Source: an optimization exercise on an open RTL-to-GDS flow (aim: small area, a short achievable clock period and few clock cycles per item). Production flows keep margins and buffers that such runs may drop.
Where RTL was checked, it was by simulation tests only, not by an equivalence proof against the original.

Setup of alpha:
// barometer_pressure_compensation_unit
module barometer_pressure_compensation_unit (
    input  wire logic        clk,
    input  wire logic        rst_n,
    input  wire logic        s_tvalid,
    output logic             s_tready,
    input  wire logic [23:0] s_tdata,
    output logic             m_tvalid,
    input  wire logic        m_tready,
    output logic [23:0]      m_tdata,
    output logic [0:0]       m_tuser,
    input  wire logic        cfg_we,
    input  wire logic [bpc_pkg::CFG_ADDR_BITS-1:0] cfg_addr,
    input  wire logic [bpc_pkg::COEF_BITS-1:0]     cfg_wdata
);
Size in the first run: roughly 3,000 cells after synthesis, about 74 I/O pins, about 29,000 µm² of cells after synthesis.
clock: 7.5 ns
lec_check: 0
abc_area: 1
cap_margin: 20
core_margin: 2
core_utilization: 40
cts_buf_list: sky130_fd_sc_hd__clkbuf_4
setup_slack_margin: 2.5
slew_margin: 20
standard.sh (not shown) runs the stock make flow with config.mk's settings and CLKGATE_MAP_FILE= SYNTH_SCRIPT=/design/flow/synth_recipe.tcl, a recipe that flattens the netlist after the stock synthesis.
==> flow/flow/run.sh <==
#!/bin/bash
# The standard layout, with one step added between synthesis and floorplan:
# polarity.py removes inverters around the full-adder cells of the synthesized
# netlist (a full adder complements both outputs when its three inputs are
# complemented, so each fa cell can take its inputs in whichever polarity needs
# fewer inverters), and gives each fa cell's latest-arriving input its carry
# input pin, the fastest of the three (the cell is symmetric in them). Registers, cells other than inverters and every other step
# are the standard flow's, except that the ports are buffered with buf_2 cells
# (BUFFER_PORTS_ARGS) rather than the slow delay-buffer cell the resizer picks.
set -euo pipefail
res=orfs/results/${FLOW_PLATFORM}/barometer_pressure_compensation_unit/base
bash standard.sh synth > standard_synth.log 2>&1
cp "$res/1_2_yosys.v" synth_netlist.v
python3 flow/polarity.py synth_netlist.v "$res/1_2_yosys.v" > polarity.log 2>&1
touch "$res/1_2_yosys.v"
bash standard.sh "BUFFER_PORTS_ARGS=-buffer_cell sky130_fd_sc_hd__buf_2" finish > standard_finish.log 2>&1
Other scripts of this flow, unchanged in this note and not shown: flow/flow/polarity.py
Edits applied to the flow inputs when going from alpha to beta:
diff --git a/flow/design.v b/flow/design.v
--- a/flow/design.v
+++ b/flow/design.v
@@ -38,26 +38,26 @@
     logic signed [17:0] b2x3_reg;     
     logic signed [15:0] c12x3_reg;    
     logic [3:0]  ok_reg;
     logic        a0_ok, b1_ok, b2_ok, c12_ok;
     logic [15:0] a0_g, b1_g;
     logic [3:0]  vld;
     logic        en;
     logic [9:0]  p1_reg, t1_reg;
-    logic [3:0]  tk;
+    logic [3:0]  tk_next, tk2_reg;
     logic [11:0] temp_next;
     logic [25:0] x_next, x2_reg;
     logic [27:0] y_next, y2_reg;
     logic [9:0]  p2_reg, t2_reg;
-    logic [18:0]  lo_sum;
+    logic [16:0]  lo_sum;
     logic        c3_reg;
-    logic [26-1:0] ra3_reg, rb3_reg;
-    logic [9:0]  t3_reg;
-    logic [26-1:0] s_full;
+    logic [28-1:0] ra3_reg, rb3_reg;
+    logic [11:0] temp3_reg;
+    logic [28-1:0] s_full;
     logic [25:0] v;
     logic        clip_lo4_reg, clip_hi4_reg;
     logic [12:0] hl;
     logic [11:0] h4_reg;
     logic [2:0]  g4_reg;
     logic        c4_reg;
     logic [11:0] temp4_reg;
     logic [12:0] q2;
@@ -1238,24 +1238,24 @@
     wire tc_s77, tc_c77;
     assign {tc_c77, tc_s77} = {1'b0, tb_ra[43]} + {1'b0, tb_ra[37]} + {1'b0, tb_rb[43]};
     wire tc_s78, tc_c78;
     assign {tc_c78, tc_s78} = {1'b0, tb_rb[37]} + {1'b0, tc_c75} + {1'b0, tc_s77};
     wire [43:0] tc_ra = {tc_c76, tc_c74, tc_c72, tc_c70, tc_c68, tc_c66, tc_c64, tc_c62, tc_c60, tc_c58, tc_c56, tc_c54, tc_c52, tc_c50, tc_c48, tc_c46, tc_c44, tc_c42, tc_c40, tc_c38, tc_c36, tc_c34, tc_c32, tc_c30, tc_c28, tc_c26, tc_c24, tc_c22, tc_c20, tc_c18, tc_c16, tc_c14, tc_c12, tb_ra[10], tc_c8, tc_c6, tc_c4, tc_s4, tb_ra[5], tb_ra[4], tb_rb[3], tb_ra[2], tb_ra[1], tb_ra[0]};
     wire [43:0] tc_rb = {tc_s78, tc_s76, tc_s74, tc_s72, tc_s70, tc_s68, tc_s66, tc_s64, tc_s62, tc_s60, tc_s58, tc_s56, tc_s54, tc_s52, tc_s50, tc_s48, tc_s46, tc_s44, tc_s42, tc_s40, tc_s38, tc_s36, tc_s34, tc_s32, tc_s30, tc_s28, tc_s26, tc_s24, tc_s22, tc_s20, tc_s18, tc_s16, tc_s14, tc_s12, tc_s10, tc_s8, tc_s6, 1'b0, tc_s2, tc_s1, tc_s0, tb_rb[2], tb_rb[1], tb_rb[0]};
     assign x_next = ta_ra + ta_rb;
     assign y_next = ty_ra + ty_rb;
-    assign tk = 4'(t3_reg >= 10'd17)  + 4'(t3_reg >= 10'd124) + 4'(t3_reg >= 10'd231)
-              + 4'(t3_reg >= 10'd338) + 4'(t3_reg >= 10'd445) + 4'(t3_reg >= 10'd552)
-              + 4'(t3_reg >= 10'd659) + 4'(t3_reg >= 10'd766) + 4'(t3_reg >= 10'd873)
-              + 4'(t3_reg >= 10'd980);
-    assign temp_next = bpc_pkg::T_BASE + 12'(tk) - 12'(t3_reg) - 12'({t3_reg, 1'b0});
-    assign lo_sum = {1'b0, tc_ra[18-1:0]} + {1'b0, tc_rb[18-1:0]};
-    assign s_full = ra3_reg + rb3_reg + 26'(c3_reg);
-    assign v      = s_full[26-1:0];
+    assign tk_next = 4'(t1_reg >= 10'd17)  + 4'(t1_reg >= 10'd124) + 4'(t1_reg >= 10'd231)
+                   + 4'(t1_reg >= 10'd338) + 4'(t1_reg >= 10'd445) + 4'(t1_reg >= 10'd552)
+                   + 4'(t1_reg >= 10'd659) + 4'(t1_reg >= 10'd766) + 4'(t1_reg >= 10'd873)
+                   + 4'(t1_reg >= 10'd980);
+    assign temp_next = bpc_pkg::T_BASE + 12'(tk2_reg) - 12'(t2_reg) - 12'({t2_reg, 1'b0});
+    assign lo_sum = {1'b0, tc_ra[16-1:0]} + {1'b0, tc_rb[16-1:0]};
+    assign s_full = ra3_reg + rb3_reg + 28'(c3_reg);
+    assign v      = s_full[28-1:2];
     assign hl     = 13'(v[21:10]) + 13'(v[9:0]);
     always_comb
     begin
         q2 = {h4_reg, 1'b1} + {9'd0, g4_reg, c4_reg};
         if (clip_lo4_reg)
             pres = 12'd0;
         else if (clip_hi4_reg)
             pres = 12'd4095;
@@ -1267,22 +1267,23 @@
         if (en)
         begin
             p1_reg       <= s_tdata[9:0];
             t1_reg       <= s_tdata[19:10];
             x2_reg       <= x_next;
             y2_reg       <= y_next;
             p2_reg       <= p1_reg;
             t2_reg       <= t1_reg;
-            c3_reg       <= lo_sum[18];
-            ra3_reg      <= tc_ra[43:18];
-            rb3_reg      <= tc_rb[43:18];
-            t3_reg       <= t2_reg;
+            tk2_reg      <= tk_next;
+            c3_reg       <= lo_sum[16];
+            ra3_reg      <= tc_ra[43:16];
+            rb3_reg      <= tc_rb[43:16];
+            temp3_reg    <= temp_next;
             clip_lo4_reg <= v[25];
             clip_hi4_reg <= !v[25] && ((|v[24:22]) || (&v[21:12]));
             h4_reg       <= v[21:10];
             g4_reg       <= hl[12:10];
             c4_reg       <= (&hl[9:3]) && (4'(hl[2:0]) + 4'(hl[12:10]) >= 4'd7);
-            temp4_reg    <= temp_next;
+            temp4_reg    <= temp3_reg;
         end
     end
 endmodule
 `default_nettype wire
Findings:
The worst setup path startpoint comes out p2_reg[1]$_DFFE_PP_ in one run and p2_reg[8]$_DFFE_PP_ in the other, namely in alpha and beta respectively. NOTE area taken by flip-flops and latches alpha->beta increased by a few percent. Sort beta and alpha by number of antenna violations at the first check in global routing, ascending, and alpha comes first. Taking alpha as the reference point, the relative area change from synthesis to final layout of beta rises by 1.2 points. From alpha to beta the numbers moved as follows: sequential share of layout area went up by 0.69 points, number of gates on the worst path with buffers counted shrank by 6, minimum setup slack in the final design picked up an extra 0.62 ns, synthesized area essentially unchanged.
Testbench counts of beta, summed over its fixed seeds: cycles 12,032, items 12,000.
Only the layout flow was run in alpha; the RTL was not checked for function there.

---

north:
Another version of the RTL of barometer_pressure_compensation_unit (not shown whole).
Size: about 3500 cells after synthesis, roughly 310 flip-flops, roughly 74 I/O pins, ~31000 um2 of cells after synthesis.
clock: 7.5 ns
lec_check: 0
abc_area: 1
cap_margin: 20
core_margin: 2
core_utilization: 40
setup_slack_margin: 2.5
slew_margin: 20
run.sh (not shown) runs the stock make flow with config.mk's settings and CLKGATE_MAP_FILE= SYNTH_SCRIPT=/design/flow/synth_recipe.tcl, a recipe that flattens the netlist after the stock synthesis.
Stock flow here: none of the scripts above is used.
Changes in south relative to north:
--- a/flow/design.v
+++ b/flow/design.v
@@ -41,25 +41,25 @@
     logic        a0_ok, b1_ok, b2_ok, c12_ok;
     logic [15:0] a0_g, b1_g;
     logic [3:0]  vld;
     logic        en;
     logic [9:0]  p1_reg, t1_reg;
     logic [3:0]  tk_next, tk2_reg;
     logic [11:0] temp_next;
     logic [25:0] x_next, x2_reg;
     logic [27:0] y_next, y2_reg;
     logic [9:0]  p2_reg, t2_reg;
-    logic [12:0]  lo_sum;
+    logic [16:0]  lo_sum;
     logic        c3_reg;
-    logic [32-1:0] ra3_reg, rb3_reg;
+    logic [28-1:0] ra3_reg, rb3_reg;
     logic [11:0] temp3_reg;
-    logic [32-1:0] s_full;
+    logic [28-1:0] s_full;
     logic [25:0] v;
     logic        clip_lo4_reg, clip_hi4_reg;
     logic [12:0] hl;
     logic [11:0] h4_reg;
     logic [2:0]  g4_reg;
     logic        r4_ones_reg;
     logic [2:0]  r4_low_reg;
     logic [11:0] temp4_reg;
     logic        c;
     logic [12:0] q2;
@@ -1243,23 +1243,23 @@
     assign {tc_c78, tc_s78} = {1'b0, tb_rb[37]} + {1'b0, tc_c75} + {1'b0, tc_s77};
     wire [43:0] tc_ra = {tc_c76, tc_c74, tc_c72, tc_c70, tc_c68, tc_c66, tc_c64, tc_c62, tc_c60, tc_c58, tc_c56, tc_c54, tc_c52, tc_c50, tc_c48, tc_c46, tc_c44, tc_c42, tc_c40, tc_c38, tc_c36, tc_c34, tc_c32, tc_c30, tc_c28, tc_c26, tc_c24, tc_c22, tc_c20, tc_c18, tc_c16, tc_c14, tc_c12, tb_ra[10], tc_c8, tc_c6, tc_c4, tc_s4, tb_ra[5], tb_ra[4], tb_rb[3], tb_ra[2], tb_ra[1], tb_ra[0]};
     wire [43:0] tc_rb = {tc_s78, tc_s76, tc_s74, tc_s72, tc_s70, tc_s68, tc_s66, tc_s64, tc_s62, tc_s60, tc_s58, tc_s56, tc_s54, tc_s52, tc_s50, tc_s48, tc_s46, tc_s44, tc_s42, tc_s40, tc_s38, tc_s36, tc_s34, tc_s32, tc_s30, tc_s28, tc_s26, tc_s24, tc_s22, tc_s20, tc_s18, tc_s16, tc_s14, tc_s12, tc_s10, tc_s8, tc_s6, 1'b0, tc_s2, tc_s1, tc_s0, tb_rb[2], tb_rb[1], tb_rb[0]};
     assign x_next = ta_ra + ta_rb;
     assign y_next = ty_ra + ty_rb;
     assign tk_next = 4'(t1_reg >= 10'd17)  + 4'(t1_reg >= 10'd124) + 4'(t1_reg >= 10'd231)
                    + 4'(t1_reg >= 10'd338) + 4'(t1_reg >= 10'd445) + 4'(t1_reg >= 10'd552)
                    + 4'(t1_reg >= 10'd659) + 4'(t1_reg >= 10'd766) + 4'(t1_reg >= 10'd873)
                    + 4'(t1_reg >= 10'd980);
     assign temp_next = bpc_pkg::T_BASE + 12'(tk2_reg) - 12'(t2_reg) - 12'({t2_reg, 1'b0});
-    assign lo_sum = {1'b0, tc_ra[12-1:0]} + {1'b0, tc_rb[12-1:0]};
-    assign s_full = ra3_reg + rb3_reg + 32'(c3_reg);
-    assign v      = s_full[32-1:6];
+    assign lo_sum = {1'b0, tc_ra[16-1:0]} + {1'b0, tc_rb[16-1:0]};
+    assign s_full = ra3_reg + rb3_reg + 28'(c3_reg);
+    assign v      = s_full[28-1:2];
     assign hl     = 13'(v[21:10]) + 13'(v[9:0]);
     always_comb
     begin
         c  = r4_ones_reg && (4'(r4_low_reg) + 4'(g4_reg) >= 4'd7);
         q2 = {h4_reg, 1'b1} + {9'd0, g4_reg, c};
         if (clip_lo4_reg)
             pres = 12'd0;
         else if (clip_hi4_reg)
             pres = 12'd4095;
         else
@@ -1269,23 +1269,23 @@
     begin
         if (en)
         begin
             p1_reg       <= s_tdata[9:0];
             t1_reg       <= s_tdata[19:10];
             x2_reg       <= x_next;
             y2_reg       <= y_next;
             p2_reg       <= p1_reg;
             t2_reg       <= t1_reg;
             tk2_reg      <= tk_next;
-            c3_reg       <= lo_sum[12];
-            ra3_reg      <= tc_ra[43:12];
-            rb3_reg      <= tc_rb[43:12];
+            c3_reg       <= lo_sum[16];
+            ra3_reg      <= tc_ra[43:16];
+            rb3_reg      <= tc_rb[43:16];
             temp3_reg    <= temp_next;
             clip_lo4_reg <= v[25];
             clip_hi4_reg <= !v[25] && ((|v[24:22]) || (&v[21:12]));
             h4_reg       <= v[21:10];
             g4_reg       <= hl[12:10];
             r4_ones_reg  <= &hl[9:3];
             r4_low_reg   <= hl[2:0];
             temp4_reg    <= temp3_reg;
         end
     end
The final reports for south and north show number of ordinary inverters in the final layout lower in the former.
[south vs north] final critical-path setup slack: lower in south
Delta (south minus north): total die area decreased about 1.6%, wire length of the first global-routing pass lost 3600 um.
Function was not checked in any run of this note: the RTL went through the layout flow alone.

separate check: timing with driven ports:
How much do the figures lean on ideal ports? The routed layouts below were timed once more, with nothing changed but the port constraints.
Step 1 (the two cells are an assumption about what drives the block):
set clk [get_ports {clk}]
set_driving_cell -lib_cell sky130_fd_sc_hd__clkbuf_16 $clk
set_driving_cell -lib_cell sky130_fd_sc_hd__buf_2 [delete_from_list [all_inputs] $clk]
Step 2 adds t to the input delays and takes it off the output delays; t is the mean of the earliest and latest rising clock arrival at the registers after step 1. Input paths then give back, and output paths get back, about the clock's delay inside the block.
a / b / c = ideal / step 1 / step 2; a / b = the first two.
| run | shift t [ns] | slack for setup (ns) | worst data-port slew with drivers (ns) |
|---|---|---|---|
| alpha | 0.861 | 2.017 / 2.017 / 2.017 | 0.07 |
| beta | 0.868 | 2.632 / 2.632 / 2.632 | 0.04 |
| north | 0.623 | 2.536 / 2.474 / 2.560 | 0.05 |
| south | 0.605 | 2.463 / 2.463 / 2.463 | 0.05 |
After both steps setup and hold are still met in every run listed.
